This design comes from an exercise in tuning for small area on the open sky130 flow, not from production work. In this exercise RTL edits were held to simulation tests only and were not proved equivalent to the original.

`flow/design.v`:
```
package ask_pkg;
	localparam int DV_W = 18;
	localparam int FRAC_W = DV_W - 1;
	localparam int MAX_LOG2_BLOCK = 8;
	localparam int SQ_W = 2 * DV_W - FRAC_W;
	typedef logic signed [DV_W-1:0] dv_t;
	typedef logic signed [DV_W+MAX_LOG2_BLOCK-1:0] err_sum_t;
	typedef logic [SQ_W+MAX_LOG2_BLOCK-1:0] sq_sum_t;
	typedef enum logic [1:0] {
		SL_M3 = 2'b00,
		SL_M1 = 2'b01,
		SL_P1 = 2'b10,
		SL_P3 = 2'b11
	} slice_t;
endpackage
`timescale 1ns/1ns
module ref_level_est #(
	parameter int LOG2_BLOCK = 4
) (
	input  logic        sys_clk,
	input  logic        rst_n,
	input  logic        sym_clk_en,
	input  ask_pkg::dv_t dec_var,
	output ask_pkg::dv_t ref_lvl,
	output ask_pkg::dv_t mag_avg,
	output logic        last_sym
);
	localparam logic [ask_pkg::MAX_LOG2_BLOCK-1:0] BLOCK_MAX = ask_pkg::MAX_LOG2_BLOCK'((1 << LOG2_BLOCK) - 1);
	logic [ask_pkg::MAX_LOG2_BLOCK-1:0] sym_cnt;
	logic [ask_pkg::DV_W+ask_pkg::MAX_LOG2_BLOCK-1:0] mag_sum;
	logic [ask_pkg::DV_W+ask_pkg::MAX_LOG2_BLOCK-1:0] mag_sum_next;
	logic [ask_pkg::DV_W-1:0] mag;
	ask_pkg::dv_t avg_c;
	assign mag = dec_var[ask_pkg::DV_W-1] ? ask_pkg::DV_W'(-dec_var) : ask_pkg::DV_W'(dec_var);
	assign mag_sum_next = mag_sum + (ask_pkg::DV_W + ask_pkg::MAX_LOG2_BLOCK)'(mag);
	assign avg_c = ask_pkg::dv_t'(mag_sum_next >> LOG2_BLOCK);
	assign last_sym = (sym_cnt == BLOCK_MAX);
	always_ff @(posedge sys_clk or negedge rst_n) begin
		if (!rst_n) begin
			sym_cnt <= '0;
			mag_sum <= '0;
			mag_avg <= '0;
			ref_lvl <= '0;
		end else if (sym_clk_en) begin
			if (last_sym) begin
				sym_cnt <= '0;
				mag_sum <= '0;
				mag_avg <= avg_c;
				ref_lvl <= avg_c >>> 1;
			end else begin
				sym_cnt <= sym_cnt + 1'b1;
				mag_sum <= mag_sum_next;
			end
		end
	end
endmodule
`timescale 1ns/1ns
module slicer_mapper (
	input  logic                     sys_clk,
	input  logic                     rst_n,
	input  logic                     sym_clk_en,
	input  ask_pkg::dv_t             dec_var,
	input  ask_pkg::dv_t             ref_lvl,
	input  ask_pkg::dv_t             mag_avg,
	input  logic                     last_sym,
	output ask_pkg::slice_t          slice,
	output logic                     slice_valid,
	output ask_pkg::dv_t             err,
	output logic [ask_pkg::SQ_W-1:0] err_sq,
	output logic                     err_valid,
	output logic                     err_last
);
	ask_pkg::slice_t slice_c;
	ask_pkg::dv_t neg_thr;
	ask_pkg::dv_t err_c;
	logic signed [ask_pkg::DV_W+1:0] ref_x1;
	logic signed [ask_pkg::DV_W+1:0] ref_x3;
	logic signed [ask_pkg::DV_W+1:0] mapped;
	logic signed [ask_pkg::DV_W+1:0] diff;
	logic signed [2*ask_pkg::DV_W-1:0] sq_full;
	logic valid_q;
	assign neg_thr = -mag_avg;
	always_comb begin
		if (dec_var >= mag_avg)
			slice_c = ask_pkg::SL_P3;
		else if (dec_var >= 0)
			slice_c = ask_pkg::SL_P1;
		else if (dec_var >= neg_thr)
			slice_c = ask_pkg::SL_M1;
		else
			slice_c = ask_pkg::SL_M3;
	end
	assign ref_x1 = (ask_pkg::DV_W + 2)'(ref_lvl);
	assign ref_x3 = (ref_x1 <<< 1) + ref_x1;
	always_comb begin
		case (slice_c)
			ask_pkg::SL_P3:   mapped = ref_x3;
			ask_pkg::SL_P1:   mapped = ref_x1;
			ask_pkg::SL_M1:   mapped = -ref_x1;
			default: mapped = -ref_x3;
		endcase
	end
	assign diff = (ask_pkg::DV_W + 2)'(dec_var) - mapped;
	assign err_c = ask_pkg::dv_t'(diff);
	assign sq_full = err_c * err_c;
	always_ff @(posedge sys_clk or negedge rst_n) begin
		if (!rst_n) begin
			valid_q  <= 1'b0;
			err_last <= 1'b0;
			slice    <= ask_pkg::SL_M3;
			err      <= '0;
			err_sq   <= '0;
		end else begin
			valid_q  <= sym_clk_en;
			err_last <= sym_clk_en & last_sym;
			if (sym_clk_en) begin
				slice  <= slice_c;
				err    <= err_c;
				err_sq <= sq_full[2*ask_pkg::DV_W-1:ask_pkg::FRAC_W];
			end
		end
	end
	assign slice_valid = valid_q;
	assign err_valid   = valid_q;
endmodule
`timescale 1ns/1ns
module block_accum #(
	parameter int LOG2_BLOCK = 4,
	parameter int ACC_W      = 32,
	parameter bit ACC_SIGNED = 1'b1
) (
	input  logic             sys_clk,
	input  logic             rst_n,
	input  logic             sample_valid,
	input  logic             sample_last,
	input  logic [ACC_W-1:0] sample,
	output logic [ACC_W-1:0] avg,
	output logic             avg_valid
);
	logic [ACC_W-1:0] acc_sum;
	logic [ACC_W-1:0] total;
	logic [ACC_W-1:0] total_shr;
	assign total = acc_sum + sample;
	generate
		if (ACC_SIGNED) begin : g_signed
			assign total_shr = ACC_W'($signed(total) >>> LOG2_BLOCK);
		end else begin : g_unsigned
			assign total_shr = total >> LOG2_BLOCK;
		end
	endgenerate
	always_ff @(posedge sys_clk or negedge rst_n) begin
		if (!rst_n) begin
			acc_sum   <= '0;
			avg       <= '0;
			avg_valid <= 1'b0;
		end else begin
			avg_valid <= sample_valid & sample_last;
			if (sample_valid) begin
				if (sample_last) begin
					avg     <= total_shr;
					acc_sum <= '0;
				end else begin
					acc_sum <= total;
				end
			end
		end
	end
endmodule
`timescale 1ns/1ns
module quality_combine (
	input  logic                     sys_clk,
	input  logic                     rst_n,
	input  logic                     avg_valid,
	input  ask_pkg::err_sum_t        err_avg,
	input  ask_pkg::sq_sum_t         sq_avg,
	input  ask_pkg::dv_t             ref_lvl,
	output ask_pkg::dv_t             err_mean,
	output logic [ask_pkg::SQ_W-1:0] err_var,
	output logic [ask_pkg::SQ_W-1:0] sig_pwr,
	output logic                     block_done
);
	ask_pkg::dv_t mean_c;
	logic signed [2*ask_pkg::DV_W-1:0] mean_sq_full;
	logic [ask_pkg::SQ_W-1:0] mean_sq;
	logic [ask_pkg::SQ_W-1:0] var_c;
	logic signed [2*ask_pkg::DV_W+2:0] pwr_full;
	assign mean_c = ask_pkg::dv_t'(err_avg);
	assign mean_sq_full = mean_c * mean_c;
	assign mean_sq = mean_sq_full[2*ask_pkg::DV_W-1:ask_pkg::FRAC_W];
	assign var_c = (sq_avg > ask_pkg::sq_sum_t'(mean_sq)) ? ask_pkg::SQ_W'(sq_avg - ask_pkg::sq_sum_t'(mean_sq)) : '0;
	assign pwr_full = ref_lvl * ref_lvl * 5;
	always_ff @(posedge sys_clk or negedge rst_n) begin
		if (!rst_n) begin
			err_mean   <= '0;
			err_var    <= '0;
			sig_pwr    <= '0;
			block_done <= 1'b0;
		end else begin
			block_done <= avg_valid;
			if (avg_valid) begin
				err_mean <= mean_c;
				err_var  <= var_c;
				sig_pwr  <= pwr_full[2*ask_pkg::DV_W-1:ask_pkg::FRAC_W];
			end
		end
	end
endmodule
`timescale 1ns/1ns
module ask_quality_top #(
	parameter int LOG2_BLOCK = 4
) (
	input  logic                     sys_clk,
	input  logic                     rst_n,
	input  logic                     sym_clk_en,
	input  ask_pkg::dv_t             dec_var,
	output ask_pkg::slice_t          slice,
	output logic                     slice_valid,
	output ask_pkg::dv_t             ref_lvl,
	output ask_pkg::dv_t             err_mean,
	output logic [ask_pkg::SQ_W-1:0] err_var,
	output logic [ask_pkg::SQ_W-1:0] sig_pwr,
	output logic                     block_done
);
	ask_pkg::dv_t mag_avg;
	logic last_sym;
	ask_pkg::dv_t err;
	logic [ask_pkg::SQ_W-1:0] err_sq;
	logic err_valid;
	logic err_last;
	ask_pkg::err_sum_t err_ext;
	ask_pkg::sq_sum_t err_sq_ext;
	ask_pkg::err_sum_t err_avg;
	ask_pkg::sq_sum_t sq_avg;
	logic avg_valid;
	ref_level_est #(
		.LOG2_BLOCK (LOG2_BLOCK)
	) u_ref_level_est (
		.sys_clk    (sys_clk),
		.rst_n      (rst_n),
		.sym_clk_en (sym_clk_en),
		.dec_var    (dec_var),
		.ref_lvl    (ref_lvl),
		.mag_avg    (mag_avg),
		.last_sym   (last_sym)
	);
	slicer_mapper u_slicer_mapper (
		.sys_clk     (sys_clk),
		.rst_n       (rst_n),
		.sym_clk_en  (sym_clk_en),
		.dec_var     (dec_var),
		.ref_lvl     (ref_lvl),
		.mag_avg     (mag_avg),
		.last_sym    (last_sym),
		.slice       (slice),
		.slice_valid (slice_valid),
		.err         (err),
		.err_sq      (err_sq),
		.err_valid   (err_valid),
		.err_last    (err_last)
	);
	assign err_ext    = ask_pkg::err_sum_t'(err);
	assign err_sq_ext = ask_pkg::sq_sum_t'(err_sq);
	block_accum #(
		.LOG2_BLOCK (LOG2_BLOCK),
		.ACC_W      (ask_pkg::DV_W + ask_pkg::MAX_LOG2_BLOCK),
		.ACC_SIGNED (1'b1)
	) u_err_accum (
		.sys_clk      (sys_clk),
		.rst_n        (rst_n),
		.sample_valid (err_valid),
		.sample_last  (err_last),
		.sample       (err_ext),
		.avg          (err_avg),
		.avg_valid    (avg_valid)
	);
	block_accum #(
		.LOG2_BLOCK (LOG2_BLOCK),
		.ACC_W      (ask_pkg::SQ_W + ask_pkg::MAX_LOG2_BLOCK),
		.ACC_SIGNED (1'b0)
	) u_sq_accum (
		.sys_clk      (sys_clk),
		.rst_n        (rst_n),
		.sample_valid (err_valid),
		.sample_last  (err_last),
		.sample       (err_sq_ext),
		.avg          (sq_avg),
		.avg_valid    ()
	);
	quality_combine u_quality_combine (
		.sys_clk    (sys_clk),
		.rst_n      (rst_n),
		.avg_valid  (avg_valid),
		.err_avg    (err_avg),
		.sq_avg     (sq_avg),
		.ref_lvl    (ref_lvl),
		.err_mean   (err_mean),
		.err_var    (err_var),
		.sig_pwr    (sig_pwr),
		.block_done (block_done)
	);
endmodule
```
`flow/run.sh`:
```
#!/bin/bash
# synth_recipe.tcl (not shown) runs the flow's synth.tcl, then flattens the netlist and writes it again
# the make line also repeats each setting of config.mk as NAME=value (left out here)
make -C /OpenROAD-flow-scripts/flow DESIGN_CONFIG=/design/flow/config.mk WORK_HOME=/design/flow/orfs CLKGATE_MAP_FILE= SYNTH_SCRIPT=/design/flow/synth_recipe.tcl finish
```
`flow/config.mk`:
```
export PLATFORM = sky130hd
export DESIGN_NAME = ask_quality_top
export DESIGN_NICKNAME = ask_quality_top
export VERILOG_FILES = /design/flow/design.v
export SDC_FILE = /design/flow/constraint.sdc
export NUM_CORES = 4
export LEC_CHECK = 0
export CAP_MARGIN = 20
export CORE_MARGIN = 2
export CORE_UTILIZATION = 40
export SLEW_MARGIN = 20
```
`flow/constraint.sdc`:
```
create_clock -name core_clock -period 14.0 [get_ports {sys_clk}]
set_input_delay 2.8000 -clock core_clock [delete_from_list [all_inputs] [get_ports {sys_clk}]]
set_output_delay 2.8000 -clock core_clock [all_outputs]
set_load 0.01 [all_outputs]
```
==> impl_metrics.csv <==
group,metric,value,unit
yosys,syn_inst,5070,
routing,highest_layer,"met4",
worst_setup_path,cp-endpoint,"u_slicer_mapper.err_sq[18]",
outcome,status,"complete, no violations",
sta,fmax,0.0747,GHz
routing,vias,34300,
layout,syn2layout_area_growth,8.66,%
sta,finalCritPeriodShare,0.956,
worst_setup_path,rr_worst_depth,47,
layout,layout.nets,6556,
worst_setup_path,timing.rr.start,"u_ref_level_est.mag_avg[4]",
sta,drv_slew,0,
worst_setup_path,crit_start,"dec_var[3]",
worst_setup_path,reg2reg_to,"u_slicer_mapper.err_sq[18]",
cts,cts-htree-levels,1,
worst_setup_path,cp-end-kind,"register",
place,pre_cts_ws,-0.277,ns
sta,fin_skew,0.0250,ns
sta,hold_violations,0,
floorplanning,coreArea,0.118,mm2
yosys,yosysMostFrequentCell,"inv_1",
sta,layout_min_cycle_time,13.38,ns
worst_setup_path,worst-path-stages,45,
yosys,ys_types,86,
cts,cts_made_buffers,31,
worst_setup_path,cpPeakStageDelay,0.53,ns
worst_setup_path,cp.arrival,13.84,ns
routing,route.detailed.drc,0,
worst_setup_path,criticalPathCategory,"input port to register",
routing,ant_nets,0,
routing,wl_met2,55400,um
cts,cts-root-buf,"clkbuf_16",
cts,cts_sinks,237,
floorplanning,die_w,350,um
routing,routed-wl-met3,6750,um
cts,clk_pin_slew_worst_paths,0.06,ns
cts,cts_hold_buffers,0,
routing,drtPass1Iterations,5,
layout,drive_gt1_frac,0.0570,
global_route,gr-total-overflow,0,
worst_setup_path,critPathTopFamily,"adder cells",
yosys,seq_area_frac_synth,0.124,
layout,antenna_cells,0,
cts,clock_path_buffers,3,
yosys,avgSynthCellArea,9.45,um2
place,portBuffers,98,
routing,wl_met1,55300,um
sta,fin_tns_setup,0,ns
floorplanning,pin_count,99,
routing,vias_per_cell,5.07,
yosys,synthArstFlopShare,1.00,
floorplanning,start_util,0.405,
yosys,synth-seq-cells,237,
yosys,synth_area,0.0479,mm2
floorplanning,dieArea,0.123,mm2
worst_setup_path,cp_num_buf_inv,8,
sta,worstMarginPinSlew,1.10,ns
job,maxCapViolations,0,
floorplanning,die_y,350,um
yosys,synth_top_area_share,0.364,
global_route,grt_max_degree,79,
worst_setup_path,cpMaxStageDelayCell,"fa_1",
yosys,syn_nets,6474,
yosys,synth_flop_cell,"dfrtp_1",
routing,routed_wl,121000,um
worst_setup_path,cp_max_fo,15,
yosys,yosysWarnings,5,
global_route,grt_usage,0.205,
worst_setup_path,crit_path_frequent_cell,"fa_1",
global_route,grt_pass1_vias,36600,
yosys,synth_enable_flop_cells,0,
worst_hold_path,hold_class,"register to register",
floorplanning,rows,126,
worst_setup_path,worstSetupStartpointType,"input port",
worst_setup_path,cp.required,14.46,ns
cts,clkLatencyLatePin,0.64,ns
yosys,yosys-top-cells-count,"1093 x inv_1, 872 x fa_1, 511 x ha_1",
sta,rsz0062_at_grt,"false",
sta,worst_slack,0.617,ns
global_route,grt_antenna_before_repair,1,
worst_setup_path,r2r_setup_slack,1.23,ns
sta,hold_slack,0.477,ns
yosys,synthTopCellsByArea,"fa_1 36%, ha_1 13%, dfrtp_1 12%",
sta,slew_headroom,0.269,
sta,finalSetupViolCount,0,
yosys,synth_area_leader_cell,"fa_1",
routing,drtIter0Drc,1877,
place,dp_hpwl,98000,um
place,gp_congestion,0.917,
routing,wire_per_inst,17.8,um
global_route,grt_pass1_wl,199000,um
cts,cts_tree,"built",
-- cell type report --
| cell class | count | area (um2) |
|---|---|---|
| fill | 11500 | 66400 |
| multi-input combinational | 3556 | 37100 |
| sequential | 237 | 5930 |
| inverter | 1110 | 4170 |
| tap | 1600 | 2000 |
| timing repair buffer | 216 | 1870 |
| clock buffer | 41 | 843 |
| clock inverter | 11 | 108 |
-- cells in the final DEF, fill, tap and decap left out, types with 10 or more instances in the layout --
cell	n
inv_1	1093
fa_1	872
ha_1	511
nand2_1	407
nor2_1	256
dfrtp_1	236
o21ai_0	170
xnor2_1	169
a21oi_1	150
buf_4	118
clkdlybuf4s50_1	96
xor2_1	88
a21o_1	87
and2_1	74
mux2_2	69
nand3_1	59
nand2b_1	55
nor3_1	50
o2bb2ai_1	48
and3_1	44
nor2b_1	38
clkbuf_16	31
o21a_1	30
nand4_1	27
or3_1	27
o22ai_1	23
a31oi_1	19
o21bai_1	19
o31ai_1	17
or2_2	17
a211oi_1	14
clkinv_1	12
o211ai_1	12
nor3b_1	12
a22oi_1	11
a31o_2	10
-- what timing repair did --
action / 4_1_cts / 5_1_grt
resized for setup: 0 / 4
endpoints found under the hold margin: 0 / 0
endpoints found under the setup margin: 0 / 6
setup buffers: 0 / 1
-- per-layer routing --
layer / up-vias / track usage
li1: 16200 / -
met5: - / 0
met3: 168 / 0.0260
met2: 829 / 0.334
met4: 0 / 0.0527
met1: 17100 / 0.289
-- worst min-delay path, cell delays in order (launching register included) --
cell,delay (ns)
dfrtp_1,0.34
nand2_1,0.05
o21ai_0,0.06
-- worst min path at each step --
stage | startpoint | to | slack, ns | depth (start not counted)
after detailed placement | u_sq_accum.avg[19] | u_sq_accum.avg[19] | 0.47 | 2
after CTS | u_ref_level_est.sym_cnt[2] | u_ref_level_est.sym_cnt[2] | 0.48 | 1
final | u_sq_accum.avg[22] | u_sq_accum.avg[22] | 0.48 | 2
after global placement | u_err_accum.acc_sum[20] | u_err_accum.acc_sum[20] | 0.46 | 2
after floorplan | u_err_accum.avg_valid | u_quality_combine.block_done | 0.40 | 0
after global routing | u_ref_level_est.sym_cnt[7] | u_ref_level_est.sym_cnt[7] | 0.50 | 1
-- registers in the layout, indices dropped and copies added, names as in the netlist, 18 cells and up --
register                    cells
u_ref_level_est.mag_sum        22
u_quality_combine.err_var      19
u_sq_accum.acc_sum             27
u_quality_combine.err_mean     18
u_ref_level_est.mag_avg        18
u_slicer_mapper.err            18
u_err_accum.acc_sum            22
u_slicer_mapper.err_sq         19
u_sq_accum.avg                 23
u_quality_combine.sig_pwr      19
u_err_accum.avg                18
-- per-stage QoR --
step,utilization,std cells,instance area (um2)
finish,0.440,6771,52000
global route,0.440,6771,52000
CTS,0.439,6770,52000
detailed placement,0.431,6718,51100
global placement,0.431,6718,51100
floorplan,-,5070,47900
-- cells by family (layout without fill, tap and decap cells) --
family / count (synthesis) / count (layout) / share of synthesized area
compound gates: 719 / 719 / 0.0998
buf+inv: 1277 / 1378 / 0.102
fa+ha+maj: 1383 / 1383 / 0.498
flops: 237 / 237 / 0.124
mux: 74 / 74 / 0.0173
xor+xnor: 257 / 257 / 0.0470
simple gates: 1123 / 1123 / 0.112

## afterwards: timing with drivers on the ports
The flow's constraints put no driver on any port. The routed layout listed below was extracted and timed again, unchanged, in two steps. Step 1: set_driving_cell puts a clkbuf_16 on sys_clk and a buf_2 on each other input, an assumption about the parent block. Step 2, shift: input delay + t, output delay - t, t = (earliest + latest rising clock arrival at the registers) / 2. This alone moves slack from input paths to output paths. Three values: ideal ports, drivers, drivers and shift; two values: the first two.
t, ns: 0.694
setup slack, ns: 0.617 / 0.662 / -0.032
worst data-port slew with drivers (ns): 0.05
Met with ideal ports but missed after step 2: setup timing in this run. For this run, drivers alone change the setup slack by +0.045 ns; drivers and shift together by -0.649 ns.
